Background: an optimization exercise with open tools, aiming at small area, a short achievable clock period and few clock cycles per item. Do not read the settings as production practice. The RTL was checked by simulation tests, not by an equivalence proof against the original design. Power is estimated from default activity; no workload was simulated.

==> design.v <==
`timescale 1ns / 1ps
package fit_pkg;
	localparam int HISTORY_DEPTH_DEF = 64;
	localparam logic [1:0] CFG_PERIOD   = 2'd0;
	localparam logic [1:0] CFG_STEP     = 2'd1;
	localparam logic [1:0] CFG_PAGE_LEN = 2'd2;
	localparam logic [3:0] PAGE_LEN_RST = 4'd5;
	typedef enum logic [1:0] {
		KIND_NONE   = 2'd0,
		KIND_FLIGHT = 2'd1,
		KIND_GAP    = 2'd2
	} kind_t;
	typedef struct packed {
		logic [31:0]       period;
		logic signed [1:0] step;
		logic [3:0]        page_len;
	} cfg_t;
	typedef struct packed {
		logic rd_en;
		logic fl_we;
		logic gp_we;
		logic rd_zero;
		logic rd_bypass;
	} hist_ctl_t;
endpackage
`timescale 1ns / 1ps
module fit_cfg_regs
(
	input  logic        clk,
	input  logic        arst_n,
	input  logic        cfg_we,
	input  logic [1:0]  cfg_index,
	input  logic [31:0] cfg_data,
	output fit_pkg::cfg_t        cfg,
	output logic        period_nz
);
	fit_pkg::cfg_t cfg_q;
	logic          pnz_q;
	always_ff @(posedge clk or negedge arst_n) begin
		if (!arst_n) begin
			cfg_q.period   <= '0;
			cfg_q.step     <= '0;
			cfg_q.page_len <= fit_pkg::PAGE_LEN_RST;
			pnz_q          <= 1'b0;
		end else if (cfg_we) begin
			case (cfg_index)
				fit_pkg::CFG_PERIOD: begin
					cfg_q.period <= cfg_data;
					pnz_q        <= (cfg_data != 32'd0);
				end
				fit_pkg::CFG_STEP:     cfg_q.step     <= cfg_data[1:0];
				fit_pkg::CFG_PAGE_LEN: cfg_q.page_len <= cfg_data[3:0];
				default:      ;
			endcase
		end
	end
	assign cfg       = cfg_q;
	assign period_nz = pnz_q;
endmodule
`timescale 1ns / 1ps
module fit_history
#(
	parameter int HISTORY_DEPTH = fit_pkg::HISTORY_DEPTH_DEF,
	localparam int IW = $clog2(HISTORY_DEPTH)
) (
	input  logic          clk,
	input  logic          arst_n,
	input  logic          we,
	input  logic [IW-1:0] waddr,
	input  logic [31:0]   wdata,
	input  logic [IW-1:0] raddr,
	input  logic [IW-1:0] rpos,
	output logic [IW-1:0] tc,
	output logic [31:0]   rdata
);
	localparam int RSTEP = 4;
	localparam int RS_W  = $clog2(RSTEP);
	localparam int NINS  = HISTORY_DEPTH / RSTEP;
	logic [31:0]     ring_q [HISTORY_DEPTH];
	logic [IW-1:0]   tc_q;
	logic [1:0]      bv_q;
	logic [IW-1:0]   ba_q [2];
	logic [31:0]     bd_q [2];
	logic            rv_q, rsel_q;
	logic [NINS-1:0] ins_q;
	logic [31:0] ret_data;
	assign ret_data = bd_q[rsel_q];
	always_ff @(posedge clk) begin
		for (int p = 0; p < HISTORY_DEPTH; p++) begin
			if ((p % RSTEP == RSTEP - 1) && ins_q[p / RSTEP]) begin
				ring_q[p] <= ret_data;
			end else begin
				ring_q[p] <= ring_q[(p + 1) % HISTORY_DEPTH];
			end
		end
	end
	logic [IW-1:0]   tc_n, pos_new, pos_old [2], pos_n;
	logic [1:0]      el_old, el;
	logic            el_new, rsel_n, rv_n;
	logic [NINS-1:0] ins_n;
	assign tc_n    = tc_q + IW'(1);
	assign el_new  = (waddr[RS_W-1:0] == tc_n[RS_W-1:0]);
	assign pos_new = waddr - tc_q - IW'(2);
	always_comb begin
		for (int s = 0; s < 2; s++) begin
			el_old[s] = bv_q[s] && !(rv_q && (rsel_q == s[0])) &&
				(ba_q[s][RS_W-1:0] == tc_n[RS_W-1:0]);
			pos_old[s] = ba_q[s] - tc_q - IW'(2);
			el[s] = (we && (waddr[0] == s[0])) ? el_new : el_old[s];
		end
	end
	assign rsel_n = el[1];
	assign rv_n   = el[0] || el[1];
	always_comb begin
		if (el[1]) begin
			pos_n = (we && waddr[0]) ? pos_new : pos_old[1];
		end else begin
			pos_n = (we && !waddr[0]) ? pos_new : pos_old[0];
		end
		for (int j = 0; j < NINS; j++) begin
			ins_n[j] = rv_n && (pos_n[IW-1:RS_W] == (IW-RS_W)'(j));
		end
	end
	always_ff @(posedge clk or negedge arst_n) begin
		if (!arst_n) begin
			tc_q   <= '0;
			bv_q   <= '0;
			rv_q   <= 1'b0;
			rsel_q <= 1'b0;
			ins_q  <= '0;
		end else begin
			tc_q   <= tc_n;
			rv_q   <= rv_n;
			rsel_q <= rsel_n;
			ins_q  <= ins_n;
			for (int s = 0; s < 2; s++) begin
				if (we && (waddr[0] == s[0])) begin
					bv_q[s] <= 1'b1;
				end else if (rv_q && (rsel_q == s[0])) begin
					bv_q[s] <= 1'b0;
				end
			end
		end
	end
	always_ff @(posedge clk) begin
		for (int s = 0; s < 2; s++) begin
			if (we && (waddr[0] == s[0])) begin
				ba_q[s] <= waddr;
				bd_q[s] <= wdata;
			end
		end
	end
	logic [31:0] ring_rd;
	logic        bhit;
	always_comb begin
		ring_rd = 32'd0;
		for (int p = 0; p < HISTORY_DEPTH; p++) begin
			ring_rd = ring_rd | ({32{rpos == IW'(p)}} & ring_q[p]);
		end
	end
	assign bhit  = bv_q[raddr[0]] && (ba_q[raddr[0]] == raddr);
	assign rdata = bhit ? bd_q[raddr[0]] : ring_rd;
	assign tc    = tc_q;
endmodule
`timescale 1ns / 1ps
module fit_pass
#(
	parameter int HISTORY_DEPTH = fit_pkg::HISTORY_DEPTH_DEF,
	localparam int IW = $clog2(HISTORY_DEPTH),
	localparam int CW = $clog2(HISTORY_DEPTH + 1)
) (
	input  logic          clk,
	input  logic          arst_n,
	input  fit_pkg::cfg_t cfg,
	input  logic          period_nz,
	input  logic          v0,
	input  logic [31:0]   raw0,
	input  logic          pt0,
	input  logic          pa0,
	input  logic [IW-1:0] idx0,
	input  logic [IW-1:0] rpos0,
	output logic          mv0,
	output logic [IW-1:0] tc,
	input  logic          out_stall,
	output logic          out_valid,
	output logic [31:0]   corrected_time,
	output logic          running,
	output logic [CW-1:0] flight_total,
	output logic [CW-1:0] gap_total,
	output logic [CW-1:0] page_start,
	output logic [31:0]   round_begin,
	output logic [31:0]   recorded_ms,
	output logic [1:0]    recorded_kind,
	output logic          store_full,
	output logic [31:0]   read_flight_ms
);
	localparam logic [CW-1:0] DEPTH_C = CW'(HISTORY_DEPTH);
	logic [31:0]   drift_q, ecorr_q, fpress_q, round_begin_q;
	logic          running_q;
	logic [CW-1:0] fcount_q, gcount_q, page_q;
	logic          v1;
	logic [31:0]   raw1, d1, nr1, rdp1;
	logic          pt1, pa1, tc1, tnc1, flag1;
	logic [IW-1:0] idx1;
	logic          out_valid_q;
	logic [31:0]   now_q, rec_ms_q, rd_q;
	fit_pkg::kind_t kind_q;
	logic          full_q;
	logic          adv1, corr, fl_we, we;
	logic [31:0]   step_ext, np, span;
	assign step_ext = {{30{cfg.step[1]}}, cfg.step};
	assign np       = ~cfg.period;
	assign adv1 = v1 && (!out_valid_q || !out_stall);
	assign mv0  = v0 && (!v1 || adv1);
	assign we   = adv1 && fl_we;
	logic [31:0] an_s, an_c, ac_s, ac_c;
	logic [33:0] xn, yn, xc, yc;
	logic        tnc0, tc0;
	assign an_s = raw0 ^ ecorr_q ^ np;
	assign an_c = (raw0 & ecorr_q) | (raw0 & np) | (ecorr_q & np);
	assign xn   = {2'b00, raw0} + {2'b00, ecorr_q};
	assign yn   = {2'b00, an_s} + {1'b0, an_c, 1'b0};
	assign tnc0 = xn[32] ^ yn[32];
	assign ac_s = raw0 ^ d1 ^ np;
	assign ac_c = (raw0 & d1) | (raw0 & np) | (d1 & np);
	assign xc   = {2'b00, raw0} + {2'b00, d1};
	assign yc   = {2'b00, ac_s} + {1'b0, ac_c, 1'b0};
	assign tc0  = xc[32] ^ yc[32];
	logic [31:0] mem_rdata, rdp0;
	fit_history #(
		.HISTORY_DEPTH (HISTORY_DEPTH)
	) u_history (
		.clk    (clk),
		.arst_n (arst_n),
		.we     (we),
		.waddr  (fcount_q[IW-1:0]),
		.wdata  (span),
		.raddr  (idx0),
		.rpos   (rpos0),
		.tc     (tc),
		.rdata  (mem_rdata)
	);
	assign rdp0 = (we && (idx0 == fcount_q[IW-1:0])) ? span : mem_rdata;
	always_ff @(posedge clk or negedge arst_n) begin
		if (!arst_n) begin
			v1 <= 1'b0;
		end else if (mv0) begin
			v1 <= 1'b1;
		end else if (adv1) begin
			v1 <= 1'b0;
		end
	end
	always_ff @(posedge clk) begin
		if (mv0) begin
			raw1  <= raw0;
			d1    <= step_ext - raw0;
			nr1   <= 32'd0 - raw0;
			rdp1  <= rdp0;
			pt1   <= pt0;
			pa1   <= pa0;
			idx1  <= idx0;
			tc1   <= tc0;
			tnc1  <= tnc0;
			flag1 <= adv1 && corr;
		end
	end
	logic [31:0] now;
	assign corr = period_nz && (flag1 ? tc1 : tnc1);
	assign now  = raw1 + drift_q;
	assign span = raw1 + fpress_q;
	logic          rb_zero, gp_we, running_n, full_n, round_set, aux_page;
	logic [CW-1:0] fcount_n, gcount_n, fcount_i, page_mid, page_n;
	logic [CW-1:0] plen, sub_a, sub_b, page_a, page_b;
	logic          page_hit;
	fit_pkg::kind_t kind_n;
	assign rb_zero = (round_begin_q == 32'd0);
	always_comb begin
		fl_we     = 1'b0;
		gp_we     = 1'b0;
		full_n    = 1'b0;
		running_n = running_q;
		kind_n    = fit_pkg::KIND_NONE;
		round_set = 1'b0;
		if (pt1) begin
			running_n = !running_q;
			if (!running_q) begin
				if (fcount_q != '0) begin
					if (gcount_q < DEPTH_C) begin
						gp_we  = 1'b1;
						kind_n = fit_pkg::KIND_GAP;
					end else begin
						full_n = 1'b1;
					end
				end
				round_set = rb_zero;
			end else begin
				if (fcount_q < DEPTH_C) begin
					fl_we  = 1'b1;
					kind_n = fit_pkg::KIND_FLIGHT;
				end else begin
					full_n = 1'b1;
				end
			end
		end
		if (pa1 && !running_n && rb_zero) begin
			round_set = 1'b1;
		end
	end
	assign fcount_i = fcount_q + CW'(1);
	assign fcount_n = fl_we ? fcount_i : fcount_q;
	assign gcount_n = gcount_q + CW'(gp_we);
	assign page_hit = fl_we && (page_q == fcount_q);
	assign page_mid = page_hit ? fcount_i : page_q;
	assign plen     = CW'(cfg.page_len);
	assign sub_a    = page_q - plen;
	assign sub_b    = fcount_i - plen;
	assign page_a   = (plen > page_q) ? fcount_n : sub_a;
	assign page_b   = (plen > fcount_i) ? fcount_i : sub_b;
	assign aux_page = pa1 && !(!running_n && rb_zero) && (fcount_n > CW'(1));
	assign page_n   = !aux_page ? page_mid : (page_hit ? page_b : page_a);
	logic [31:0] rd_n;
	always_comb begin
		if (!(CW'(idx1) < fcount_n)) begin
			rd_n = 32'd0;
		end else if (fl_we && (CW'(idx1) == fcount_q)) begin
			rd_n = span;
		end else begin
			rd_n = rdp1;
		end
	end
	always_ff @(posedge clk or negedge arst_n) begin
		if (!arst_n) begin
			drift_q       <= '0;
			ecorr_q       <= '0;
			fpress_q      <= '0;
			round_begin_q <= '0;
			running_q     <= 1'b0;
			fcount_q      <= '0;
			gcount_q      <= '0;
			page_q        <= '0;
			out_valid_q   <= 1'b0;
		end else begin
			if (adv1) begin
				out_valid_q <= 1'b1;
			end else if (!out_stall) begin
				out_valid_q <= 1'b0;
			end
			if (adv1) begin
				if (corr) begin
					drift_q <= drift_q + step_ext;
					ecorr_q <= d1;
				end
				if (pt1) begin
					fpress_q <= corr ? d1 : nr1;
				end else if (corr) begin
					fpress_q <= fpress_q + step_ext;
				end
				if (round_set) begin
					round_begin_q <= now;
				end
				running_q <= running_n;
				fcount_q  <= fcount_n;
				gcount_q  <= gcount_n;
				page_q    <= page_n;
			end
		end
	end
	always_ff @(posedge clk) begin
		if (adv1) begin
			now_q    <= now;
			rec_ms_q <= (kind_n != fit_pkg::KIND_NONE) ? span : 32'd0;
			kind_q   <= kind_n;
			full_q   <= full_n;
			rd_q     <= rd_n;
		end
	end
	assign out_valid      = out_valid_q;
	assign corrected_time = now_q;
	assign running        = running_q;
	assign flight_total   = fcount_q;
	assign gap_total      = gcount_q;
	assign page_start     = page_q;
	assign round_begin    = round_begin_q;
	assign recorded_ms    = rec_ms_q;
	assign recorded_kind  = kind_q;
	assign store_full     = full_q;
	assign read_flight_ms = rd_q;
endmodule
`timescale 1ns / 1ps
module flight_interval_timer_core
#(
	parameter int HISTORY_DEPTH = fit_pkg::HISTORY_DEPTH_DEF,
	localparam int IW = $clog2(HISTORY_DEPTH),
	localparam int CW = $clog2(HISTORY_DEPTH + 1)
) (
	input  logic          clk,
	input  logic          arst_n,
	input  logic          in_valid,
	output logic          in_stall,
	input  logic [31:0]   raw_time_ms,
	input  logic          press_timer,
	input  logic          press_aux,
	input  logic [IW-1:0] read_index,
	output logic          out_valid,
	input  logic          out_stall,
	output logic [31:0]   corrected_time,
	output logic          running,
	output logic [CW-1:0] flight_total,
	output logic [CW-1:0] gap_total,
	output logic [CW-1:0] page_start,
	output logic [31:0]   round_begin,
	output logic [31:0]   recorded_ms,
	output logic [1:0]    recorded_kind,
	output logic          store_full,
	output logic [31:0]   read_flight_ms,
	input  logic          cfg_we,
	input  logic [1:0]    cfg_index,
	input  logic [31:0]   cfg_data
);
	localparam int TW = 32 + 2 + IW;
	fit_pkg::cfg_t cfg;
	logic          period_nz;
	logic          vld_s0, vld_sk;
	logic [TW-1:0] tr_s0, tr_sk, tr_in;
	logic          mv0, accept;
	logic [IW-1:0] rpos_s0, tc;
	assign tr_in    = {raw_time_ms, press_timer, press_aux, read_index};
	assign in_stall = vld_sk;
	assign accept   = in_valid && !vld_sk;
	always_ff @(posedge clk or negedge arst_n) begin
		if (!arst_n) begin
			vld_s0 <= 1'b0;
			vld_sk <= 1'b0;
		end else begin
			if (mv0 || !vld_s0) begin
				vld_s0 <= vld_sk || accept;
				vld_sk <= 1'b0;
			end else if (accept) begin
				vld_sk <= 1'b1;
			end
		end
	end
	always_ff @(posedge clk) begin
		if (mv0 || !vld_s0) begin
			tr_s0   <= vld_sk ? tr_sk : tr_in;
			rpos_s0 <= (vld_sk ? tr_sk[IW-1:0] : read_index) - tc - IW'(1);
		end else begin
			rpos_s0 <= rpos_s0 - IW'(1);
		end
		if (!vld_sk) begin
			tr_sk <= tr_in;
		end
	end
	fit_cfg_regs u_cfg (
		.clk       (clk),
		.arst_n    (arst_n),
		.cfg_we    (cfg_we),
		.cfg_index (cfg_index),
		.cfg_data  (cfg_data),
		.cfg       (cfg),
		.period_nz (period_nz)
	);
	fit_pass #(
		.HISTORY_DEPTH (HISTORY_DEPTH)
	) u_pass (
		.clk            (clk),
		.arst_n         (arst_n),
		.cfg            (cfg),
		.period_nz      (period_nz),
		.v0             (vld_s0),
		.raw0           (tr_s0[TW-1 -: 32]),
		.pt0            (tr_s0[IW+1]),
		.pa0            (tr_s0[IW]),
		.idx0           (tr_s0[IW-1:0]),
		.rpos0          (rpos_s0),
		.mv0            (mv0),
		.tc             (tc),
		.out_stall      (out_stall),
		.out_valid      (out_valid),
		.corrected_time (corrected_time),
		.running        (running),
		.flight_total   (flight_total),
		.gap_total      (gap_total),
		.page_start     (page_start),
		.round_begin    (round_begin),
		.recorded_ms    (recorded_ms),
		.recorded_kind  (recorded_kind),
		.store_full     (store_full),
		.read_flight_ms (read_flight_ms)
	);
endmodule
==> run.sh <==
#!/bin/bash
# synth_recipe.tcl (not shown) runs the flow's synth.tcl, then flattens the netlist and writes it again
# the make line also repeats each setting of config.mk as NAME=value (left out here)
make -C /OpenROAD-flow-scripts/flow DESIGN_CONFIG=/design/flow/config.mk WORK_HOME=/design/flow/orfs CLKGATE_MAP_FILE= SYNTH_SCRIPT=/design/flow/synth_recipe.tcl finish
==> config.mk <==
export PLATFORM = sky130hd
export DESIGN_NAME = flight_interval_timer_core
export DESIGN_NICKNAME = flight_interval_timer_core
export VERILOG_FILES = /design/flow/design.v
export SDC_FILE = /design/flow/constraint.sdc
export NUM_CORES = 4
export LEC_CHECK = 0
export CAP_MARGIN = 20
export CORE_MARGIN = 2
export CORE_UTILIZATION = 50
export CTS_CLUSTER_DIAMETER = 100
export CTS_CLUSTER_SIZE = 25
export SETUP_SLACK_MARGIN = 3.8
export SLEW_MARGIN = 20
export TNS_END_PERCENT = 5
==> constraint.sdc <==
create_clock -name core_clock -period 7.0 [get_ports {clk}]
set_input_delay 1.4000 -clock core_clock [delete_from_list [all_inputs] [get_ports {clk}]]
set_output_delay 1.4000 -clock core_clock [all_outputs]
set_load 0.01 [all_outputs]
==> results.sh, run 1 <==
export IMPL_numCtsBuffers=119
export IMPL_overflow=0
export IMPL_grt_max_degree=139
export IMPL_fin_skew_ns=0.0532
export IMPL_grt_pass1_wl_mm=519
export IMPL_finalPower_uw=49400
export IMPL_gr_usage_all_layers_pct=37.5
export IMPL_fin_ws_ns=3.53
export IMPL_die_area_sq_um=194000
export IMPL_required_ns=7.60
export IMPL_worstSetupPathType="reg2reg"
export IMPL_worst_pin_slew_ns=1.19
export IMPL_cp_slowest_stage_delay_ns=0.56
export IMPL_root_buffer="clkbuf_16"
export IMPL_syn_nets=8844
export IMPL_slew_headroom_pct=21.0
export IMPL_cp_common_cell="a21o_1"
export IMPL_antenna_left=0
export IMPL_path_max_fanout=6
export IMPL_drt_iter0_markers=10466
export IMPL_period_minus_slack_ns=3.47
export IMPL_synthFlopType="dfxtp_1"
export IMPL_cts_tree="yes"
export IMPL_grt_antenna_before_repair=14
export IMPL_cts_path_max_buffers=3
export IMPL_ys_types=91
export IMPL_r2r_slack_ns=3.53
export IMPL_outcome="timing/DRC/antenna clean"
export IMPL_path_buf_inv=2
export IMPL_viasPerCell=6.54
export IMPL_crit_chain="inv_1 > fa_1 > inv_1 > ha_1 > a21o_1 > a21o_1 > a21o_1 > a21oi_1 > nor2b_1 > o21ai_1 > o311ai_2 > a21oi_1 > xnor2_1"
export IMPL_maxCapViolations=0
export IMPL_synth_edff_count=353
export IMPL_chipHeight_um=441
export IMPL_async_flop_share_pct=8.21
export IMPL_timing_fmax_mhz=288
export IMPL_fin_area_sq_um=108000
export IMPL_fillers=15904
export IMPL_hp_class="reg2reg"
export IMPL_drt_total_wl_mm=375
export IMPL_drive_gt1_share_pct=10.7
export IMPL_cts_sinks=2666
export IMPL_ys_ff_latch=2666
export IMPL_crit_family="compound AO/OA/AOI/OAI gates"
export IMPL_wire_per_inst_um=33.4
export IMPL_cts_max_level=3
export IMPL_clock_latency_ns=0.87
export IMPL_rows=160
export IMPL_place_area_sq_um=101000
export IMPL_clk_pin_slew_worst_paths_ns=0.11
export IMPL_drc=0
export IMPL_syn_area_sq_um=95300
export IMPL_grt_pass1_vias=70316
export IMPL_num_io_pins=234
export IMPL_stdcell_count=11206
export IMPL_critPathCaptureType="register"
export IMPL_p_leak_uw=0.0435
export IMPL_finalCritPeriodShare_pct=49.6
export IMPL_pre_cts_ws_ns=2.61
export IMPL_cts_hold_buffers_added=0
export IMPL_final_nets=9127
export IMPL_peakVddDrop_v=0.000259
export IMPL_slew_viol_final=0
export IMPL_start_kind="register"
export IMPL_finalHoldViolations=0
export IMPL_postSynthCellCount=8362
export IMPL_ys_warn_count=8
export IMPL_die_x_um=441
export IMPL_num_vias=73326
export IMPL_start_util_pct=50.2
export IMPL_design_core_area_sq_um=190000
export IMPL_post_synth_cell_area_avg_sq_um=11.4
export IMPL_crit_slowest_cell="edfxtp_1"
export IMPL_finalSetupViolations=0
export IMPL_tns_ns=0
export IMPL_syn_to_final_growth_pct=13.8
export IMPL_seq_area_frac_synth_pct=60.9
export IMPL_hpwlAfterDp_mm=232
export IMPL_rsz0062_at_grt="yes"
export IMPL_place_congestion=0.990
export IMPL_drt_first_pass_iters=6
export IMPL_dpl_cell_count=10825
export IMPL_cp_arrival_ns=4.07
export IMPL_power_density_nw_per_um2=455
export IMPL_portBuffers=233
[synthesized netlist by cell type, types with 30 or more instances]
| library cell | instances | area (sq um) |
|---|---|---|
| dfrtp_1 | 217 | 5430 |
| nor3_1 | 48 | 240 |
| xnor2_1 | 154 | 1350 |
| mux2_2 | 80 | 901 |
| buf_1 | 48 | 180 |
| nor2_1 | 765 | 2870 |
| a22o_1 | 501 | 4390 |
| dfxtp_1 | 2094 | 41900 |
| nand2_1 | 382 | 1430 |
| clkbuf_1 | 314 | 1180 |
| o21ai_0 | 250 | 1250 |
| nor2b_1 | 56 | 350 |
| nor4_1 | 42 | 263 |
| a21oi_1 | 740 | 3700 |
| edfxtp_1 | 353 | 10600 |
| nand4_1 | 171 | 1070 |
| inv_1 | 350 | 1310 |
| nand2b_1 | 30 | 188 |
| mux2i_1 | 94 | 941 |
| xor2_1 | 72 | 631 |
| buf_2 | 78 | 390 |
| ha_1 | 330 | 4130 |
| fa_1 | 73 | 1460 |
| nand3_1 | 54 | 270 |
| a221oi_1 | 508 | 4450 |
| a21o_1 | 156 | 1170 |
[layout by cell type, fill, tap and decap left out, types with 171 or more instances in the layout]
cell type	synthesis	layout
nand4_1	171	171
buf_4	4	264
a221oi_1	508	490
ha_1	330	312
nor2_1	765	694
nand2_1	382	361
o21ai_0	250	225
edfxtp_1	353	353
clkdlybuf4s50_1	0	230
dfrtp_1	217	186
a21oi_1	740	726
dfxtp_1	2094	2088
a22o_1	501	501
inv_1	350	341
[sequential cells by signal, summed over array words and instances (netlist names), 38 cells and up]
register	cells
u_pass.u_history.ring_q	2048
u_pass.u_history.bd_q	64
tr_s0	40
tr_sk	40
u_cfg.cfg_q	38
[area by class of cell]
| class | instances | area [sq um] | share of cell area (%) |
|---|---|---|---|
| antenna | 15 | 37.5 | 0.0346 |
| clock buffer | 141 | 3110 | 2.87 |
| clock inverter | 15 | 270 | 0.249 |
| inverter | 352 | 1350 | 1.24 |
| multi-input combinational | 4899 | 35900 | 33.1 |
| sequential | 2666 | 58100 | 53.6 |
| tap | 2511 | 3140 | 2.90 |
| timing repair buffer | 607 | 6450 | 5.95 |
[worst register-to-register path: cells and delay by family (launching register included)]
| kind | cells | cell delay [ns] |
|---|---|---|
| fa+ha+maj | 2 | 0.82 |
| simple gates | 1 | 0.06 |
| xor+xnor | 1 | 0.22 |
| buf+inv | 2 | 0.24 |
| flops | 1 | 0.56 |
| compound gates | 7 | 1.35 |
[metal layers]
metal	vias to the layer above	GRT usage, %	wire, um
met5	-	0.0248	102
met3	1463	9.15	39900
met1	35919	46.0	138000
met2	4956	58.7	166000
met4	16	25.0	31300
li1	30972	-	-
[metrics by stage]
step | utilization, % | hold slack [ns]
global placement | 53.2 | 0.332
global route | 57.1 | 0.341
floorplan | - | 0.331
finish | 57.1 | 0.323
detailed placement | 53.2 | 0.335
CTS | 56.8 | 0.327
[cell families (layout without fill, tap and decap cells)]
kind of cell             count (synthesis)  in the layout  share of synthesized area (%)
AO/OA/AOI/OAI                         2438           2438                           18.1
multiplexers                           174            174                           1.93
XOR/XNOR                               229            229                           2.14
other                                    0             15                              0
adder cells (fa/ha/maj)                405            405                           5.89
flip-flops                            2666           2666                           60.9
AND/OR/NAND/NOR                       1652           1653                           7.83
buffers and inverters                  798           1115                           3.28
[timing repair]
item	CTS	global route
cloned	18	1
resized for setup	321	75
setup endpoints to repair	408	331
pin swaps	92	46
setup buffers	163	27
[path summary, 6_finish.rpt]
check,cells past startpoint,start,endpoint
worst min register to register,0,u_pass.u_history.ring_q[11][6],u_pass.u_history.ring_q[10][6]
worst min-delay path,0,u_pass.u_history.ring_q[11][6],u_pass.u_history.ring_q[10][6]
min in group asynchronous,1,arst_n,u_pass.round_begin_q[6]
worst max register to register,13,tr_s0[26],u_pass.tc1
worst max-delay path,13,tr_s0[26],u_pass.tc1
max in group asynchronous,2,arst_n,u_pass.u_history.ins_q[14]
[report_power, final]
part | internal, uW | switching (uW) | total (uW)
Combinational | 5910 | 8960 | 14900
Clock | 3240 | 4930 | 8170
Sequential | 21900 | 4440 | 26300
Testbench counts, summed over its fixed seeds: cycles 12,024, items 12,000.
==> inputs of run 2 (changes only) <==
--- a/config.mk
+++ b/config.mk
@@ -10,6 +10,6 @@
 export CORE_UTILIZATION = 50
 export CTS_CLUSTER_DIAMETER = 100
 export CTS_CLUSTER_SIZE = 25
-export SETUP_SLACK_MARGIN = 3.8
+export SETUP_SLACK_MARGIN = 3.3
 export SLEW_MARGIN = 20
 export TNS_END_PERCENT = 5
==> run 2 against run 1 <==
Net effect: utilization down 1.7 points; first-iteration DRC count down 3.6%; wire length down 5.7%; total power down 2.2%; clock skew down 0.019 ns; cell count down 1.4%; register-to-register slack worse by 0.43 ns; via count down 2.7%; non-clock buffer count down 153; synthesized cell count unchanged; sequential power about the same; worst setup slack worse by 0.43 ns; critical endpoint is now u_pass.rdp1[29]; highest routed layer unchanged.
==> results.sh, run 2 <==
export IMPL_outcome="timing/DRC/antenna clean"
export IMPL_die_area_sq_um=194000
export IMPL_ff2ff_path_depth=12
export IMPL_drive_gt1_share_pct=7.41
export IMPL_timing_rr_start="rpos_s0[4]"
export IMPL_overflow=0
export IMPL_wire_per_inst_um=32.0
export IMPL_critPathCaptureType="register"
export IMPL_synthTopCellsByArea="dfxtp_1 44%, edfxtp_1 11%, dfrtp_1 5.7%"
export IMPL_place_area_sq_um=101000
export IMPL_p_switching_uw=17800
export IMPL_swShare_pct=36.9
export IMPL_chipHeight_um=441
export IMPL_ys_ff_latch=2666
export IMPL_slew_headroom_pct=13.0
export IMPL_numCtsBuffers=119
export IMPL_post_synth_cell_area_avg_sq_um=11.4
export IMPL_fin_skew_ns=0.0337
export IMPL_gr_usage_all_layers_pct=35.5
export IMPL_endpoint="u_pass.rdp1[29]"
export IMPL_hpwlAfterDp_mm=228
export IMPL_num_vias=71357
export IMPL_place_congestion=0.956
export IMPL_p_comb_share_pct=28.5
export IMPL_seq_area_frac_synth_pct=60.9
export IMPL_grt_max_degree=139
export IMPL_design_core_area_sq_um=190000
export IMPL_final_cell_mix="2092 x dfxtp_1, 738 x a21oi_1, 700 x nor2_1"
export IMPL_largest_reg_flops=2048
export IMPL_worstSetupPathType="reg2reg"
export IMPL_final_nets=8973
export IMPL_synthFlopType="dfxtp_1"
export IMPL_rsz0062_at_grt="yes"
export IMPL_synth_compound_area_share_pct=18.1
export IMPL_synth_simple_area_share_pct=7.83
export IMPL_synth_xor_xnor_area_share_pct=2.14
export IMPL_root_buffer="clkbuf_16"
export IMPL_synth_top_area_share_pct=44.0
export IMPL_r2r_slack_ns=3.10
export IMPL_finalCritPeriodShare_pct=55.7
export IMPL_ys_warn_count=8
export IMPL_drt_first_pass_iters=7
export IMPL_path_max_fanout=19
export IMPL_syn_area_sq_um=95300
export IMPL_grt_pass1_wl_mm=495
export IMPL_fillers=16302
export IMPL_crit_start="rpos_s0[4]"
export IMPL_p_leak_uw=0.0422
export IMPL_peakVddDrop_v=0.000288
export IMPL_clock_latency_ns=0.84
export IMPL_drc=0
export IMPL_cts_max_level=3
export IMPL_synth_mux_area_share_pct=1.93
export IMPL_die_x_um=441
export IMPL_syn_nets=8844
export IMPL_viasPerCell=6.46
export IMPL_synth_area_leader_cell="dfxtp_1"
export IMPL_cts_path_max_buffers=3
export IMPL_finalHoldViolations=0
export IMPL_fin_area_sq_um=105000
export IMPL_maxCapViolations=0
export IMPL_syn_to_final_growth_pct=10.3
export IMPL_antenna_left=0
export IMPL_clk_pin_slew_worst_paths_ns=0.10
export IMPL_power_density_nw_per_um2=460
export IMPL_portBuffers=233
export IMPL_start_util_pct=50.2
export IMPL_drt_iter0_markers=10089
export IMPL_grt_antenna_before_repair=8
export IMPL_reg_largest_list="u_pass.u_history.ring_q: 2048 flops, u_pass.u_history.bd_q: 64 flops"
export IMPL_grt_pass1_vias=68910
export IMPL_worst_pin_slew_ns=1.31
export IMPL_cts_sinks=2666
export IMPL_postSynthCellCount=8362
export IMPL_slew_viol_final=0
export IMPL_tns_ns=0
export IMPL_period_minus_slack_ns=3.90
export IMPL_start_kind="register"
export IMPL_finalSetupViolations=0
export IMPL_synth_edff_count=353
export IMPL_cts_tree="yes"
export IMPL_yosys_top_cells_count="2094 x dfxtp_1, 765 x nor2_1, 740 x a21oi_1"
export IMPL_synth_fa_ha_area_share_pct=5.89
export IMPL_synth_most_common_cell="dfxtp_1"
export IMPL_clkPwrFrac_pct=16.9
export IMPL_largest_register="u_pass.u_history.ring_q"
export IMPL_num_io_pins=234
export IMPL_hp_class="reg2reg"
export IMPL_layout_commonest_cell="dfxtp_1"
export IMPL_required_ns=7.68
export IMPL_cp_arrival_ns=4.58
export IMPL_ys_types=91
export IMPL_timing_rr_end="u_pass.rdp1[29]"
export IMPL_synth_top_family_by_area="compound AO/OA/AOI/OAI gates"
export IMPL_async_flop_share_pct=8.21
export IMPL_drt_total_wl_mm=353
export IMPL_timing_fmax_mhz=256
export IMPL_rows=160
export IMPL_internal_power_uw=30500
export IMPL_power_frac_seq_pct=54.6
-- run 2: cell counts after synthesis --
No cell type changed its count.
-- run 2: per-stage QoR --
step	hold WS, ns	total power [uW]	std cells	worst slack [ns]	utilization, %
6_report	0.338	48300	11048	3.10	55.4
2_1_floorplan	0.331	33100	8362	2.52	-
3_3_place_gp	0.332	39500	10808	2.51	53.1
4_1_cts	0.347	47700	10973	3.12	54.9
5_1_grt	0.350	50500	11043	3.08	55.4
3_5_place_dp	0.336	39600	10809	2.45	53.1
-- run 2: how the worst min path moves through the flow --
stage	startpoint	endpoint	cells past startpoint
after floorplan	u_pass.u_history.ring_q[1][14]	u_pass.u_history.ring_q[0][14]	0
after global placement	u_pass.u_history.ring_q[47][20]	u_pass.u_history.ring_q[46][20]	0
after detailed placement	u_pass.u_history.ring_q[23][29]	u_pass.u_history.ring_q[22][29]	0
after CTS	u_pass.u_history.ring_q[58][7]	u_pass.u_history.ring_q[57][7]	0
after global routing	u_pass.u_history.ring_q[15][26]	u_pass.u_history.ring_q[14][26]	0
final	u_pass.u_history.ring_q[59][0]	u_pass.u_history.ring_q[58][0]	0
-- run 2: power groups by stage --
stage               clock network, uW  registers, uW  logic, uW
global route                     8680          26700      15100
floorplan                           0          24400       8720
global placement                    0          26500      13000
detailed placement                  0          26400      13300
CTS                              8160          26100      13400
finish                           8140          26400      13800
-- run 2: layout make-up --
type | count | area, sq um | area share, %
clock buffers | 145 | 3160 | 3.01
diodes | 7 | 17.5 | 0.0167
flip-flops and latches | 2666 | 58100 | 55.3
repair buffers | 454 | 4210 | 4.00
inverters | 352 | 1330 | 1.27
multi-input cells | 4898 | 35000 | 33.3
clock inverters | 15 | 189 | 0.180
well taps | 2511 | 3140 | 2.99
-- run 2: critical path: stages (launching register included) --
cell	delay [ns]
dfxtp_2	0.47
nor2b_1	0.41
nand2_1	0.34
nor2_4	0.81
buf_4	0.63
a22o_1	0.24
a221oi_1	0.05
nand4_1	0.16
nor4_1	0.09
buf_4	0.18
mux2i_1	0.16
nand2_1	0.09
o21ai_1	0.10
-- run 2: cells by family (layout without fill, tap and decap cells) --
kind of cell               Yosys count  count (layout)
muxes                              174             174
adders and majority gates          405             405
and+or+nand+nor                   1652            1652
AOI/OAI and AO/OA                 2438            2438
DFF                               2666            2666
buffers and inverters              798             966
xor gates and xnor gates           229             229
other                                0               7
-- run 2: routing by layer --
layer  GRT usage, %  part of all wire (%)
met5          0.149                 0.026
met4           21.9                   7.6
met3           8.10                    11
met2           55.3                    44
met1           44.8                    38
-- run 2: timing repair --
item,in CTS,in global routing
pin swaps,2,19
setup buffers,4,67
resized for setup,27,56
hold buffers,0,0
endpoints found under the setup margin,121,119
==> inputs of run 3 (changes only) <==
==> flow/run.sh (new file) <==
#!/bin/bash
# The standard flow (standard synthesis unchanged), with three layout changes:
# port buffers are buf_4 instead of the default pick (a slow delay cell),
# timing repair may resize cells across footprints, and clock tree synthesis
# adds no dummy loads. The make output goes to flow_make.log; each ORFS step
# keeps its own log under orfs/logs.
set -euo pipefail
bash standard.sh \
	MATCH_CELL_FOOTPRINT=0 \
	"BUFFER_PORTS_ARGS=-buffer_cell sky130_fd_sc_hd__buf_4" \
	"CTS_ARGS=-sink_clustering_enable -repair_clock_nets -sink_clustering_size 25 -sink_clustering_max_diameter 100 -dont_use_dummy_load" \
	finish > flow_make.log 2>&1
==> standard.sh (new file) <==
#!/bin/bash
# synth_recipe.tcl (not shown) runs the flow's synth.tcl, then flattens the netlist and writes it again
# the make line also repeats each setting of config.mk as NAME=value (left out here)
make -C /OpenROAD-flow-scripts/flow DESIGN_CONFIG=/design/flow/config.mk WORK_HOME=/design/flow/orfs CLKGATE_MAP_FILE= SYNTH_SCRIPT=/design/flow/synth_recipe.tcl "${@:-finish}"
--- a/config.mk
+++ b/config.mk
@@ -10,6 +10,6 @@
 export CORE_UTILIZATION = 50
 export CTS_CLUSTER_DIAMETER = 100
 export CTS_CLUSTER_SIZE = 25
-export SETUP_SLACK_MARGIN = 3.3
+export SETUP_SLACK_MARGIN = 3.8
 export SLEW_MARGIN = 20
 export TNS_END_PERCENT = 5
removed: run.sh
==> run 3 against run 2 <==
Net effect: still clean; global-route usage grew 1.2 points; total power grew 1.9%; register-to-register slack gained 0.55 ns; design area grew 2.1%; worst hold slack lost 0.061 ns; fmax grew 16%; first-iteration DRC count shrank 4.8%; critical path type unchanged; critical endpoint is now u_pass.rdp1[1]; largest power group unchanged.
==> results.sh, run 3 <==
export IMPL_portBuffers=233
export IMPL_synth_most_common_cell="dfxtp_1"
export IMPL_maxCapViolations=0
export IMPL_period_minus_slack_ns=3.35
export IMPL_postSynthCellCount=8362
export IMPL_fin_util_pct=56.5
export IMPL_clk_pin_slew_worst_paths_ns=0.10
export IMPL_chipHeight_um=441
export IMPL_largest_reg_flops=2048
export IMPL_rows=160
export IMPL_ff2ff_path_depth=12
export IMPL_seq_area_frac_synth_pct=60.9
export IMPL_finalHoldViolations=0
export IMPL_numCtsBuffers=119
export IMPL_finalSetupViolations=0
export IMPL_drive_gt1_share_pct=13.7
export IMPL_critPathCaptureType="register"
export IMPL_design_core_area_sq_um=190000
export IMPL_drc=0
export IMPL_rsz0062_at_grt="yes"
export IMPL_clock_latency_ns=0.84
export IMPL_fillers=15953
export IMPL_required_ns=7.64
export IMPL_grt_pass1_wl_mm=509
export IMPL_yosys_top_cells_count="2094 x dfxtp_1, 765 x nor2_1, 740 x a21oi_1"
export IMPL_num_vias=72693
export IMPL_start_util_pct=50.2
export IMPL_grt_max_degree=139
export IMPL_crit_chain="ha_2 > nand3_4 > nor2_4 > buf_6 > a22o_1 > a221oi_1 > nand4_1 > nor4_4 > buf_4 > mux2i_1 > nand2_1 > o21ai_0"
export IMPL_start_kind="register"
export IMPL_ys_ff_latch=2666
export IMPL_antenna_left=0
export IMPL_root_buffer="clkbuf_16"
export IMPL_cp_arrival_ns=3.99
export IMPL_power_frac_seq_pct=53.1
export IMPL_final_cell_mix="2088 x dfxtp_1, 719 x a21oi_1, 691 x nor2_1"
export IMPL_synthTopCellsByArea="dfxtp_1 44%, edfxtp_1 11%, dfrtp_1 5.7%"
export IMPL_drt_first_pass_iters=8
export IMPL_pre_cts_ws_ns=2.32
export IMPL_drt_iter0_markers=9600
export IMPL_internal_power_uw=30900
export IMPL_slew_headroom_pct=14.9
export IMPL_fin_skew_ns=0.108
export IMPL_crit_slowest_cell="nor2_4"
export IMPL_reg_largest_list="u_pass.u_history.ring_q: 2048 flops, u_pass.u_history.bd_q: 64 flops"
export IMPL_power_density_nw_per_um2=459
export IMPL_outcome="timing/DRC/antenna clean"
export IMPL_gr_usage_all_layers_pct=36.6
export IMPL_post_synth_cell_area_avg_sq_um=11.4
export IMPL_cts_path_max_buffers=3
export IMPL_endpoint="u_pass.rdp1[1]"
export IMPL_hpwlAfterDp_mm=230
export IMPL_drt_total_wl_mm=369
export IMPL_clkPwrFrac_pct=15.8
export IMPL_syn_area_sq_um=95300
export IMPL_synth_area_leader_cell="dfxtp_1"
export IMPL_p_switching_uw=18300
export IMPL_die_area_sq_um=194000
export IMPL_swShare_pct=37.2
export IMPL_slew_viol_final=0
export IMPL_worstSetupPathType="reg2reg"
export IMPL_die_x_um=441
export IMPL_timing_rr_end="u_pass.rdp1[1]"
export IMPL_viasPerCell=6.52
export IMPL_timing_rr_start="rpos_s0[1]"
export IMPL_timing_fmax_mhz=298
export IMPL_ys_types=91
export IMPL_cts_tree="yes"
export IMPL_cts_sinks=2666
export IMPL_ys_warn_count=8
export IMPL_p_comb_share_pct=31.1
export IMPL_layout_commonest_cell="dfxtp_1"
export IMPL_tns_ns=0
export IMPL_cts_max_level=3
export IMPL_largest_register="u_pass.u_history.ring_q"
export IMPL_grt_antenna_before_repair=15
export IMPL_crit_start="rpos_s0[1]"
export IMPL_synth_top_area_share_pct=44.0
export IMPL_final_nets=9111
export IMPL_syn_nets=8844
export IMPL_wire_per_inst_um=33.1
export IMPL_synthFlopType="dfxtp_1"
export IMPL_grt_pass1_vias=69844
export IMPL_peakVddDrop_v=0.000242
export IMPL_fin_ws_ns=3.65
export IMPL_hp_class="reg2reg"
export IMPL_syn_to_final_growth_pct=12.6
export IMPL_path_max_fanout=17
export IMPL_cp_slowest_stage_delay_ns=0.81
export IMPL_finalPower_uw=49200
export IMPL_finalCritPeriodShare_pct=47.9
export IMPL_worst_pin_slew_ns=1.28
export IMPL_num_io_pins=234
export IMPL_p_leak_uw=0.0434
export IMPL_async_flop_share_pct=8.21
export IMPL_place_congestion=0.929
export IMPL_r2r_slack_ns=3.65
export IMPL_overflow=0
export IMPL_synth_edff_count=353
[run 3: changes by cell type in the layout (fill, tap and decap cells not counted), sizes merged]
cell and delta:
o21ai +1, clkdlybuf4s50 -232, clkinvlp +4, clkinv -1, diode +2, buf +360, inv -17, clkbuf -17
bufinv -1
[run 3: cell families after synthesis]
| logic type | after synthesis | synth area share, % |
|---|---|---|
| compound gates | 2438 | 18.1 |
| xor+xnor | 229 | 2.14 |
| fa+ha+maj | 405 | 5.89 |
| buf+inv | 798 | 3.28 |
| flops | 2666 | 60.9 |
| mux | 174 | 1.93 |
| simple gates | 1652 | 7.83 |
[run 3: layout make-up]
type | count | area [sq um] | share of cell area [%]
multi-input cells | 4899 | 36300 | 33.8
diodes | 9 | 22.5 | 0.0210
well taps | 2511 | 3140 | 2.93
clock buffers | 119 | 2980 | 2.78
flip-flops and latches | 2666 | 58100 | 54.2
inverters | 352 | 1350 | 1.26
repair buffers | 591 | 5360 | 5.00
[run 3: what timing repair did]
item                                    4_1_cts  5_1_grt
endpoints found under the setup margin      221      229
cloned                                        5        5
endpoints found under the hold margin         0        0
resized for setup                           291      188
pin swaps                                    75       80
hold buffers                                  0        0
setup buffers                               124       64
[run 3: worst min path at each step]
| stage | from | endpoint | cells after the start |
|---|---|---|---|
| floorplan | u_pass.u_history.ring_q[1][14] | u_pass.u_history.ring_q[0][14] | 0 |
| CTS | u_pass.u_history.ring_q[58][7] | u_pass.u_history.ring_q[57][7] | 0 |
| global placement | u_pass.u_history.ring_q[15][3] | u_pass.u_history.ring_q[14][3] | 0 |
| detailed placement | u_pass.u_history.ring_q[30][19] | u_pass.u_history.ring_q[29][19] | 0 |
| finish | u_pass.u_history.ring_q[58][7] | u_pass.u_history.ring_q[57][7] | 0 |
| global route | u_pass.u_history.ring_q[42][7] | u_pass.u_history.ring_q[41][7] | 0 |
[run 3: per-layer routing]
metal  wire, um  track usage (%)  up-vias
met5        158                0        -
met4      24800             19.7       24
met3      38800             7.92     1133
met2     166000             58.3     4463
met1     139000             46.7    36203
li1           -                -    30870
[run 3: power groups by stage]
| stage | registers (uW) | clock network (uW) | logic [uW] |
|---|---|---|---|
| floorplan | 24400 | 0 | 8770 |
| global route | 26400 | 8300 | 16600 |
| global placement | 26100 | 0 | 13200 |
| CTS | 25800 | 7790 | 14500 |
| detailed placement | 26200 | 0 | 13500 |
| finish | 26100 | 7780 | 15300 |
[run 3: critical path: cells and delay by family, from the launching register on]
kind	cells	cell delay (ns)
adders and majority gates	1	0.33
DFF	1	0.41
and+or+nand+nor	5	1.33
AOI/OAI and AO/OA	3	0.37
buffers and inverters	2	0.60
muxes	1	0.15
[run 3: metrics by stage]
stage               instance area [sq um]  hold slack [ns]  cells
floorplan                           95400            0.331   8362
global placement                   100000            0.332  10819
detailed placement                 100000            0.335  10821
CTS                                106000            0.277  11069
global route                       107000            0.296  11139
finish                             107000            0.277  11147
==> inputs of run 4 (changes only) <==
--- a/config.mk
+++ b/config.mk
@@ -7,9 +7,9 @@
 export LEC_CHECK = 0
 export CAP_MARGIN = 20
 export CORE_MARGIN = 2
-export CORE_UTILIZATION = 50
+export CORE_UTILIZATION = 57
 export CTS_CLUSTER_DIAMETER = 100
 export CTS_CLUSTER_SIZE = 25
-export SETUP_SLACK_MARGIN = 3.8
+export SETUP_SLACK_MARGIN = 4.2
 export SLEW_MARGIN = 20
 export TNS_END_PERCENT = 5
==> run 4 against run 3 <==
Net effect: area after synthesis unchanged; worst setup slack lost 0.050 ns; global-route usage rose by 4.4 points; largest power group unchanged; first-iteration DRC count up 13%; via count increased by 0.19%; combinational power hardly changed; largest cell class unchanged; still clean; critical path type unchanged; clock-buffer cell count is 2 lower.
==> results.sh, run 4 <==
export IMPL_cts_max_level=3
export IMPL_timing_fmax_mhz=294
export IMPL_die_area_sq_um=170000
export IMPL_wire_per_inst_um=33.2
export IMPL_ys_warn_count=8
export IMPL_maxCapViolations=0
export IMPL_critPathCaptureType="register"
export IMPL_seq_area_frac_synth_pct=60.9
export IMPL_drc=0
export IMPL_final_nets=9131
export IMPL_syn_area_sq_um=95300
export IMPL_stdcell_count=10857
export IMPL_finalPower_uw=49300
export IMPL_worstSetupPathType="reg2reg"
export IMPL_clock_latency_ns=0.84
export IMPL_finalHoldViolations=0
export IMPL_slew_headroom_pct=20.7
export IMPL_path_max_fanout=3
export IMPL_cts_path_max_buffers=3
export IMPL_gr_usage_all_layers_pct=41.1
export IMPL_synth_most_common_cell="dfxtp_1"
export IMPL_crit_family="compound AO/OA/AOI/OAI gates"
export IMPL_grt_pass1_wl_mm=501
export IMPL_dpl_cell_count=10510
export IMPL_crit_chain="buf_6 > ha_4 > a21o_1 > a21oi_2 > o21bai_1 > a211o_1 > nor3b_4 > or4_4 > a211oi_4 > buf_6 > o21bai_4 > xnor2_4 > buf_6 > nor2_2"
export IMPL_crit_start="u_pass.raw1[1]"
export IMPL_design_core_area_sq_um=167000
export IMPL_rows=150
export IMPL_drt_first_pass_iters=13
export IMPL_num_vias=72833
export IMPL_hpwlAfterDp_mm=228
export IMPL_overflow=0
export IMPL_min_path_cells=0
export IMPL_period_minus_slack_ns=3.40
export IMPL_finalSetupViolations=0
export IMPL_numCtsBuffers=117
export IMPL_largest_register="u_pass.u_history.ring_q"
export IMPL_synth_edff_count=353
export IMPL_start_kind="register"
export IMPL_ys_types=91
export IMPL_chipHeight_um=413
export IMPL_worst_pin_slew_ns=1.19
export IMPL_cp_common_cell="buf_6"
export IMPL_synthTopCellsByArea="dfxtp_1 44%, edfxtp_1 11%, dfrtp_1 5.7%"
export IMPL_rsz0062_at_grt="yes"
export IMPL_grt_pass1_vias=69739
export IMPL_die_x_um=413
export IMPL_synth_area_leader_cell="dfxtp_1"
export IMPL_cp_slowest_stage_delay_ns=0.52
export IMPL_synthFlopType="dfxtp_1"
export IMPL_grt_antenna_before_repair=11
export IMPL_portBuffers=233
export IMPL_fin_util_pct=64.3
export IMPL_start_util_pct=57.2
export IMPL_ff2ff_path_depth=14
export IMPL_postSynthCellCount=8362
export IMPL_fin_skew_ns=0.0961
export IMPL_path_buf_inv=3
export IMPL_num_io_pins=234
export IMPL_cp_arrival_ns=3.91
export IMPL_viasPerCell=6.71
export IMPL_final_cell_mix="2088 x dfxtp_1, 713 x a21oi_1, 691 x nor2_1"
export IMPL_min_from="u_pass.u_history.ring_q[59][0]"
export IMPL_required_ns=7.51
export IMPL_syn_to_final_growth_pct=12.4
export IMPL_async_flop_share_pct=8.21
export IMPL_root_buffer="clkbuf_16"
export IMPL_largest_reg_flops=2048
export IMPL_drt_total_wl_mm=361
export IMPL_grt_max_degree=73
export IMPL_crit_slowest_cell="or4_4"
export IMPL_yosys_top_cells_count="2094 x dfxtp_1, 765 x nor2_1, 740 x a21oi_1"
export IMPL_ys_ff_latch=2666
export IMPL_antenna_left=0
export IMPL_timing_rr_start="u_pass.raw1[1]"
export IMPL_cts_hold_buffers_added=0
export IMPL_tns_ns=0
export IMPL_cts_sinks=2666
export IMPL_peakVddDrop_v=0.000256
export IMPL_synth_top_area_share_pct=44.0
export IMPL_power_density_nw_per_um2=461
export IMPL_post_synth_cell_area_avg_sq_um=11.4
export IMPL_place_congestion=1.02
export IMPL_finalCritPeriodShare_pct=48.6
export IMPL_reg_largest_list="u_pass.u_history.ring_q: 2048 flops, u_pass.u_history.bd_q: 64 flops"
export IMPL_drt_iter0_markers=10850
export IMPL_p_leak_uw=0.0435
export IMPL_hold_end="u_pass.u_history.ring_q[58][0]"
export IMPL_layout_commonest_cell="dfxtp_1"
export IMPL_clk_pin_slew_worst_paths_ns=0.11
export IMPL_hp_class="reg2reg"
export IMPL_slew_viol_final=0
export IMPL_syn_nets=8844
export IMPL_timing_rr_end="u_pass.rec_ms_q[25]"
export IMPL_cts_tree="yes"
export IMPL_outcome="timing/DRC/antenna clean"
export IMPL_drive_gt1_share_pct=14.0
export IMPL_r2r_slack_ns=3.60
## run 4: power breakdown
part,internal (uW),total [uW],switching (uW)
registers,21900,26400,4550
clock network,2980,7690,4720
logic,6130,15200,9060
total,31000,49300,18300
## run 4: layout make-up
cell class,instances,area [sq um]
timing repair buffer,613,5620
sequential,2666,58100
antenna,6,15.0
clock buffer,117,2930
inverter,352,1350
tap,2204,2760
multi-input combinational,4899,36300
fill,13041,59600
## run 4: how the worst max path moves through the flow
stage	cells past startpoint	end	slack [ns]
after global placement	10	u_pass.rdp1[25]	2.71
after floorplan	13	u_pass.u_history.ins_q[9]	3.35
final	14	u_pass.rec_ms_q[25]	3.60
after detailed placement	10	u_pass.rdp1[25]	2.68
after CTS	14	u_pass.round_begin_q[30]	3.62
after global routing	9	u_pass.tnc1	3.55
## run 4: cells by family after synthesis
kind of cell / after synthesis / share of synthesized area [%]
and+or+nand+nor: 1652 / 7.83
adders and majority gates: 405 / 5.89
AOI/OAI and AO/OA: 2438 / 18.1
buffers and inverters: 798 / 3.28
muxes: 174 / 1.93
DFF: 2666 / 60.9
xor gates and xnor gates: 229 / 2.14
## run 4: repair_timing
action / 4_1_cts / 5_1_grt
resized for setup: 333 / 188
pin swaps: 71 / 92
setup endpoints to repair: 480 / 504
setup buffers: 136 / 77
cloned: 9 / 1
## run 4: metrics by stage
stage / setup slack [ns] / cell area (sq um) / hold WS, ns
2_1_floorplan: 3.35 / 95500 / 0.331
3_3_place_gp: 2.71 / 100000 / 0.333
3_5_place_dp: 2.68 / 100000 / 0.336
4_1_cts: 3.62 / 106000 / 0.278
5_1_grt: 3.55 / 107000 / 0.281
6_report: 3.60 / 107000 / 0.266
## run 4: layer usage
layer	wire length, um	vias up	part of all wire [%]	track usage [%]
li1	-	30917	-	-
met2	156000	5021	43	62.9
met1	133000	35361	37	51.6
met5	48	-	0.013	0.367
met3	42900	1526	12	11.8
met4	28500	8	7.9	24.4
==> inputs of run 5 (changes only) <==
--- a/design.v
+++ b/design.v
@@ -199,7 +199,7 @@
 	logic          running_q;
 	logic [CW-1:0] fcount_q, gcount_q, page_q;
 	logic          v1;
-	logic [31:0]   raw1, d1, nr1, rdp1;
+	logic [31:0]   raw1, d1, rdp1;
 	logic          pt1, pa1, tc1, tnc1, flag1;
 	logic [IW-1:0] idx1;
 	logic          out_valid_q;
@@ -218,13 +218,13 @@
 	logic        tnc0, tc0;
 	assign an_s = raw0 ^ ecorr_q ^ np;
 	assign an_c = (raw0 & ecorr_q) | (raw0 & np) | (ecorr_q & np);
-	assign xn   = {2'b00, raw0} + {2'b00, ecorr_q};
-	assign yn   = {2'b00, an_s} + {1'b0, an_c, 1'b0};
+	assign xn   = {2'b00, raw0} + {2'b00, ecorr_q} + 34'd1;
+	assign yn   = {2'b00, an_s} + {1'b0, an_c, 1'b1};
 	assign tnc0 = xn[32] ^ yn[32];
 	assign ac_s = raw0 ^ d1 ^ np;
 	assign ac_c = (raw0 & d1) | (raw0 & np) | (d1 & np);
-	assign xc   = {2'b00, raw0} + {2'b00, d1};
-	assign yc   = {2'b00, ac_s} + {1'b0, ac_c, 1'b0};
+	assign xc   = {2'b00, raw0} + {2'b00, d1} + 34'd1;
+	assign yc   = {2'b00, ac_s} + {1'b0, ac_c, 1'b1};
 	assign tc0  = xc[32] ^ yc[32];
 	logic [31:0] mem_rdata, rdp0;
 	fit_history #(
@@ -253,8 +253,7 @@
 	always_ff @(posedge clk) begin
 		if (mv0) begin
 			raw1  <= raw0;
-			d1    <= step_ext - raw0;
-			nr1   <= 32'd0 - raw0;
+			d1    <= ~raw0 + step_ext;
 			rdp1  <= rdp0;
 			pt1   <= pt0;
 			pa1   <= pa0;
@@ -267,7 +266,7 @@
 	logic [31:0] now;
 	assign corr = period_nz && (flag1 ? tc1 : tnc1);
 	assign now  = raw1 + drift_q;
-	assign span = raw1 + fpress_q;
+	assign span = raw1 + fpress_q + 32'd1;
 	logic          rb_zero, gp_we, running_n, full_n, round_set, aux_page;
 	logic [CW-1:0] fcount_n, gcount_n, fcount_i, page_mid, page_n;
 	logic [CW-1:0] plen, sub_a, sub_b, page_a, page_b;
@@ -331,8 +330,8 @@
 	always_ff @(posedge clk or negedge arst_n) begin
 		if (!arst_n) begin
 			drift_q       <= '0;
-			ecorr_q       <= '0;
-			fpress_q      <= '0;
+			ecorr_q       <= '1;
+			fpress_q      <= '1;
 			round_begin_q <= '0;
 			running_q     <= 1'b0;
 			fcount_q      <= '0;
@@ -351,7 +350,7 @@
 					ecorr_q <= d1;
 				end
 				if (pt1) begin
-					fpress_q <= corr ? d1 : nr1;
+					fpress_q <= corr ? d1 : ~raw1;
 				end else if (corr) begin
 					fpress_q <= fpress_q + step_ext;
 				end
--- a/config.mk
+++ b/config.mk
@@ -7,9 +7,9 @@
 export LEC_CHECK = 0
 export CAP_MARGIN = 20
 export CORE_MARGIN = 2
-export CORE_UTILIZATION = 57
+export CORE_UTILIZATION = 65
 export CTS_CLUSTER_DIAMETER = 100
 export CTS_CLUSTER_SIZE = 25
-export SETUP_SLACK_MARGIN = 4.2
+export SETUP_SLACK_MARGIN = 4.0
 export SLEW_MARGIN = 20
 export TNS_END_PERCENT = 5
==> run 5 against run 4 <==
Net effect: clock-buffer cell count fell by 1; fmax fell by 5.8%; worst setup slack got worse by 0.21 ns; clock power fell by 2%; first-iteration DRC count rose by 1.0%; via count fell by 0.66%; critical path type unchanged; critical endpoint is now u_pass.tc1.
==> results.sh, run 5 <==
export IMPL_ys_types=75
export IMPL_numCtsBuffers=116
export IMPL_fin_area_sq_um=104000
export IMPL_synth_top_family_by_area="compound AO/OA/AOI/OAI gates"
export IMPL_rsz0062_at_grt="yes"
export IMPL_worst_pin_slew_ns=1.30
export IMPL_cp_slowest_stage_delay_ns=1.09
export IMPL_p_leak_uw=0.0422
export IMPL_cts_path_max_buffers=3
export IMPL_required_ns=7.49
export IMPL_die_x_um=383
export IMPL_grt_pass1_vias=67857
export IMPL_cts_tree="yes"
export IMPL_ys_warn_count=8
export IMPL_grt_antenna_before_repair=19
export IMPL_syn_nets=8714
export IMPL_finalHoldViolations=0
export IMPL_root_buffer="clkbuf_16"
export IMPL_synthFlopType="dfxtp_1"
export IMPL_crit_slowest_cell="nor4_1"
export IMPL_cts_sinks=2635
export IMPL_synth_top_area_share_pct=44.8
export IMPL_design_core_area_sq_um=143000
export IMPL_tns_ns=0
export IMPL_reg_largest_list="u_pass.u_history.ring_q: 2048 flops, u_pass.u_history.bd_q: 64 flops"
export IMPL_power_density_nw_per_um2=462
export IMPL_slew_viol_final=0
export IMPL_slew_headroom_pct=12.2
export IMPL_drc=0
export IMPL_seq_area_frac_synth_pct=61.1
export IMPL_drt_total_wl_mm=343
export IMPL_cts_hold_buffers_added=0
export IMPL_yosys_top_cells_count="2094 x dfxtp_1, 744 x nor2_1, 719 x a21oi_1"
export IMPL_rows=139
export IMPL_hp_class="reg2reg"
export IMPL_period_minus_slack_ns=3.61
export IMPL_synth_area_leader_cell="dfxtp_1"
export IMPL_cts_max_level=3
export IMPL_outcome="timing/DRC/antenna clean"
export IMPL_drt_first_pass_iters=12
export IMPL_overflow=0
export IMPL_async_flop_share_pct=8.31
export IMPL_worstSetupPathType="reg2reg"
export IMPL_ys_ff_latch=2635
export IMPL_hpwlAfterDp_mm=210
export IMPL_synth_fa_ha_area_share_pct=6.06
export IMPL_num_io_pins=234
export IMPL_synth_compound_area_share_pct=18.0
export IMPL_cp_arrival_ns=4.10
export IMPL_syn_area_sq_um=93500
export IMPL_num_vias=72353
export IMPL_synthTopCellsByArea="dfxtp_1 45%, edfxtp_1 10%, ha_1 4.5%"
export IMPL_clk_pin_slew_worst_paths_ns=0.10
export IMPL_synth_xor_xnor_area_share_pct=2.04
export IMPL_die_area_sq_um=147000
export IMPL_finalCritPeriodShare_pct=51.6
export IMPL_postSynthCellCount=8227
export IMPL_stdcell_count=10340
export IMPL_final_cell_mix="2088 x dfxtp_1, 701 x a21oi_1, 686 x nor2_1"
export IMPL_clock_latency_ns=0.84
export IMPL_crit_chain="ha_1 > nand2_1 > nor4_1 > a21oi_1 > o211ai_1 > o21bai_1 > a221oi_1 > xor2_1 > xnor2_1"
export IMPL_wire_per_inst_um=33.2
export IMPL_final_nets=8916
export IMPL_synth_simple_area_share_pct=7.85
export IMPL_largest_reg_flops=2048
export IMPL_place_congestion=0.991
export IMPL_dpl_cell_count=10050
export IMPL_synth_most_common_cell="dfxtp_1"
export IMPL_path_max_fanout=4
export IMPL_peakVddDrop_v=0.000384
export IMPL_largest_register="u_pass.u_history.ring_q"
export IMPL_start_util_pct=65.3
export IMPL_portBuffers=233
export IMPL_drive_gt1_share_pct=13.5
export IMPL_syn_to_final_growth_pct=11.4
export IMPL_synth_edff_count=322
export IMPL_finalSetupViolations=0
export IMPL_grt_max_degree=89
export IMPL_synth_mux_area_share_pct=1.80
export IMPL_layout_commonest_cell="dfxtp_1"
export IMPL_viasPerCell=7.00
export IMPL_timing_fmax_mhz=277
export IMPL_drt_iter0_markers=10960
export IMPL_grt_pass1_wl_mm=475
export IMPL_fin_skew_ns=0.104
export IMPL_antenna_left=0
export IMPL_chipHeight_um=383
export IMPL_place_area_sq_um=97700
export IMPL_maxCapViolations=0
export IMPL_post_synth_cell_area_avg_sq_um=11.4
export IMPL_critPathCaptureType="register"
export IMPL_gr_usage_all_layers_pct=44.9
export IMPL_start_kind="register"
-- run 5: cell families after synthesis --
family	count (synthesis)
flip-flops	2635
AO/OA/AOI/OAI	2401
AND/OR/NAND/NOR	1625
buffers and inverters	784
adder cells (fa/ha/maj)	408
XOR/XNOR	216
multiplexers	158
-- run 5: final cells by class --
class | instances | area (sq um)
diodes | 10 | 25.0
repair buffers | 543 | 4930
fillers | 10055 | 39000
clock buffers | 116 | 2900
well taps | 1903 | 2380
flip-flops and latches | 2635 | 57200
multi-input cells | 4808 | 35400
inverters | 325 | 1230
-- run 5: path summary, 6_finish.rpt --
check,cells after the start,slack [ns],start,end
worst min register to register,0,0.30,u_pass.u_history.ring_q[34][25],u_pass.u_history.ring_q[33][25]
worst max-delay path,9,3.39,u_pass.d1[20],u_pass.tc1
min in group asynchronous,1,0.67,arst_n,u_cfg.cfg_q[1]
max in group asynchronous,2,4.98,arst_n,u_pass.round_begin_q[29]
worst max register to register,9,3.39,u_pass.d1[20],u_pass.tc1
worst min-delay path,0,0.30,u_pass.u_history.ring_q[34][25],u_pass.u_history.ring_q[33][25]
-- run 5: repair_timing --
action	in CTS	in global routing
setup buffers	63	92
gates cloned	4	5
endpoints found under the setup margin	357	258
resized for setup	173	289
pin swaps	49	79
-- run 5: critical path: cells and delay by family (launching register included) --
| kind | cells | cell delay [ns] |
|---|---|---|
| adders and majority gates | 1 | 0.37 |
| and+or+nand+nor | 2 | 1.15 |
| DFF | 1 | 0.58 |
| xor gates and xnor gates | 2 | 0.32 |
| AOI/OAI and AO/OA | 4 | 0.93 |
-- run 5: routing by layer --
metal / global-route usage (%) / vias up / wire length [um]
met3: 13.9 / 1594 / 46600
met1: 55.4 / 34963 / 119000
li1: - / 30186 / -
met5: 0 / - / 213
met2: 68.2 / 5590 / 147000
met4: 29.4 / 20 / 30400
-- run 5: metrics by stage --
step	power [uW]	hold slack, ns	util (%)	worst slack, ns
2_1_floorplan	32800	0.330	-	3.25
3_3_place_gp	38400	0.332	68.2	2.29
3_5_place_dp	38800	0.336	68.3	2.22
4_1_cts	46600	0.293	71.3	3.45
5_1_grt	50100	0.306	72.7	3.37
6_report	48200	0.300	72.7	3.39
-- run 5: where the power goes --
| part | total (uW) | internal, uW | switching [uW] |
|---|---|---|---|
| Combinational | 14600 | 5760 | 8870 |
| Clock | 7520 | 2950 | 4570 |
| Sequential | 26000 | 21800 | 4220 |
Testbench counts of run 5, summed over its fixed seeds: cycles 12,024, items 12,000.
==> inputs of run 6 (changes only) <==
--- a/config.mk
+++ b/config.mk
@@ -7,7 +7,7 @@
 export LEC_CHECK = 0
 export CAP_MARGIN = 20
 export CORE_MARGIN = 2
-export CORE_UTILIZATION = 65
+export CORE_UTILIZATION = 50
 export CTS_CLUSTER_DIAMETER = 100
 export CTS_CLUSTER_SIZE = 25
 export SETUP_SLACK_MARGIN = 4.0
==> run 6 against run 5 <==
Net effect: still clean; clock skew shrank 0.031 ns; non-clock buffer count shrank 31; utilization shrank 17 points; combinational power about the same; sequential cell count unchanged; synthesized cell count stayed put; sequential power barely moved; critical endpoint is now u_pass.rdp1[21].
==> results.sh, run 6 <==
export IMPL_worstSetupPathType="reg2reg"
export IMPL_synth_most_common_cell="dfxtp_1"
export IMPL_postSynthCellCount=8227
export IMPL_cp_slowest_stage_delay_ns=0.89
export IMPL_reg_largest_list="u_pass.u_history.ring_q: 2048 flops, u_pass.u_history.bd_q: 64 flops"
export IMPL_drt_total_wl_mm=359
export IMPL_outcome="timing/DRC/antenna clean"
export IMPL_finalCritPeriodShare_pct=51.9
export IMPL_maxCapViolations=0
export IMPL_crit_chain="ha_1 > nand3_2 > nor2_4 > buf_4 > a22o_1 > a221oi_1 > nand4_1 > or4_1 > o21ai_1 > o21ai_0"
export IMPL_wire_per_inst_um=33.0
export IMPL_drc=0
export IMPL_layout_commonest_cell="dfxtp_1"
export IMPL_ys_warn_count=8
export IMPL_grt_antenna_before_repair=11
export IMPL_overflow=0
export IMPL_drt_first_pass_iters=6
export IMPL_period_minus_slack_ns=3.64
export IMPL_grt_pass1_vias=68339
export IMPL_numCtsBuffers=117
export IMPL_timing_fmax_mhz=275
export IMPL_cts_path_max_buffers=3
export IMPL_start_util_pct=50.4
export IMPL_finalSetupViolations=0
export IMPL_drive_gt1_share_pct=12.8
export IMPL_root_buffer="clkbuf_16"
export IMPL_tns_ns=0
export IMPL_num_io_pins=234
export IMPL_place_congestion=0.970
export IMPL_seq_area_frac_synth_pct=61.1
export IMPL_cts_tree="yes"
export IMPL_synth_edff_count=322
export IMPL_design_core_area_sq_um=186000
export IMPL_grt_max_degree=123
export IMPL_hold_ws_ns=0.311
export IMPL_hp_class="reg2reg"
export IMPL_crit_slowest_cell="nor2_4"
export IMPL_min_path_cells=0
export IMPL_peakVddDrop_v=0.000252
export IMPL_grt_pass1_wl_mm=499
export IMPL_synthFlopType="dfxtp_1"
export IMPL_async_flop_share_pct=8.31
export IMPL_synth_area_leader_cell="dfxtp_1"
export IMPL_required_ns=7.65
export IMPL_gr_usage_all_layers_pct=36.4
export IMPL_timing_rr_start="rpos_s0[1]"
export IMPL_cts_sinks=2635
export IMPL_largest_register="u_pass.u_history.ring_q"
export IMPL_timing_rr_end="u_pass.rdp1[21]"
export IMPL_r2r_slack_ns=3.36
export IMPL_stdcell_count=10886
export IMPL_finalHoldViolations=0
export IMPL_die_x_um=436
export IMPL_ff2ff_path_depth=10
export IMPL_post_synth_cell_area_avg_sq_um=11.4
export IMPL_final_cell_mix="2089 x dfxtp_1, 704 x a21oi_1, 687 x nor2_1"
export IMPL_dpl_cell_count=10656
export IMPL_worst_pin_slew_ns=1.14
export IMPL_slew_viol_final=0
export IMPL_hpwlAfterDp_mm=229
export IMPL_power_density_nw_per_um2=463
export IMPL_syn_to_final_growth_pct=11.1
export IMPL_die_area_sq_um=190000
export IMPL_rsz0062_at_grt="yes"
export IMPL_cts_hold_buffers_added=0
export IMPL_portBuffers=233
export IMPL_fin_skew_ns=0.0733
export IMPL_cts_max_level=3
export IMPL_clock_latency_ns=0.85
export IMPL_syn_nets=8714
export IMPL_hold_end="u_pass.u_history.ring_q[44][29]"
run 6: changes by cell type in the layout (fill, tap and decap cells not counted), moves of 8 or more:
| cell | previous run | this run |
|---|---|---|
| ha_2 | 23 | 11 |
| buf_8 | 17 | 7 |
| buf_12 | 30 | 14 |
| ha_1 | 274 | 294 |
| ha_4 | 36 | 28 |
run 6: worst max-delay path by stage:
stage	endpoint	cells past startpoint	slack, ns	startpoint
3_5_place_dp	u_pass.u_history.ins_q[5]	12	2.23	out_stall
5_1_grt	u_pass.rdp1[18]	11	3.33	rpos_s0[0]
3_3_place_gp	u_pass.u_history.ins_q[5]	12	2.21	out_stall
6_report	u_pass.rdp1[21]	10	3.36	rpos_s0[1]
2_1_floorplan	u_pass.d1[30]	11	3.25	u_cfg.cfg_q[5]
4_1_cts	u_pass.rdp1[8]	11	3.38	rpos_s0[1]
run 6: where the power goes:
group	switching [uW]	internal (uW)	leakage, uW
logic	8700	5610	0.0175
registers	4320	21800	0.0229
clock network	4700	2980	0.00144
total	17700	30400	0.0419
run 6: kinds of logic after synthesis:
| group | count (synthesis) | share of synthesized area, % |
|---|---|---|
| compound gates | 2401 | 18.0 |
| xor+xnor | 216 | 2.04 |
| fa+ha+maj | 408 | 6.06 |
| buf+inv | 784 | 3.15 |
| flops | 2635 | 61.1 |
| mux | 158 | 1.80 |
| simple gates | 1625 | 7.85 |
run 6: layout make-up:
class	count	area (sq um)
inverters	325	1240
multi-input cells	4809	35100
repair buffers	512	4270
diodes	8	20.0
well taps	2480	3100
flip-flops and latches	2635	57200
clock buffers	117	2930
fillers	15662	81700
run 6: through the flow:
stage | utilization, % | worst slack [ns] | area, sq um
after CTS | 55.4 | 3.38 | 103000
after global placement | 53.2 | 2.21 | 98700
after detailed placement | 53.2 | 2.23 | 98700
final | 56.0 | 3.36 | 104000
after global routing | 56.0 | 3.33 | 104000
after floorplan | - | 3.25 | 93600
run 6: worst max-delay path: cells and delay by family (launching register included):
| family | cells | cell delay, ns |
|---|---|---|
| and+or+nand+nor | 4 | 1.66 |
| adders and majority gates | 1 | 0.45 |
| buffers and inverters | 1 | 0.41 |
| AOI/OAI and AO/OA | 4 | 0.55 |
| DFF | 1 | 0.41 |
run 6: metal layers:
layer	GRT usage (%)	up-vias	wire (um)	share of wire [%]
li1	-	30116	-	-
met1	45.8	34900	135000	38
met2	56.9	4342	160000	45
met3	8.14	1163	37500	10
met4	22.8	8	26100	7.3
met5	0	-	55	0.015
run 6: repair_timing:
| action | 4_1_cts | 5_1_grt |
|---|---|---|
| buffers inserted | 61 | 39 |
| setup endpoints to repair | 380 | 268 |
| pin swaps | 47 | 38 |
| resized for setup | 170 | 134 |
| cloned | 4 | 0 |
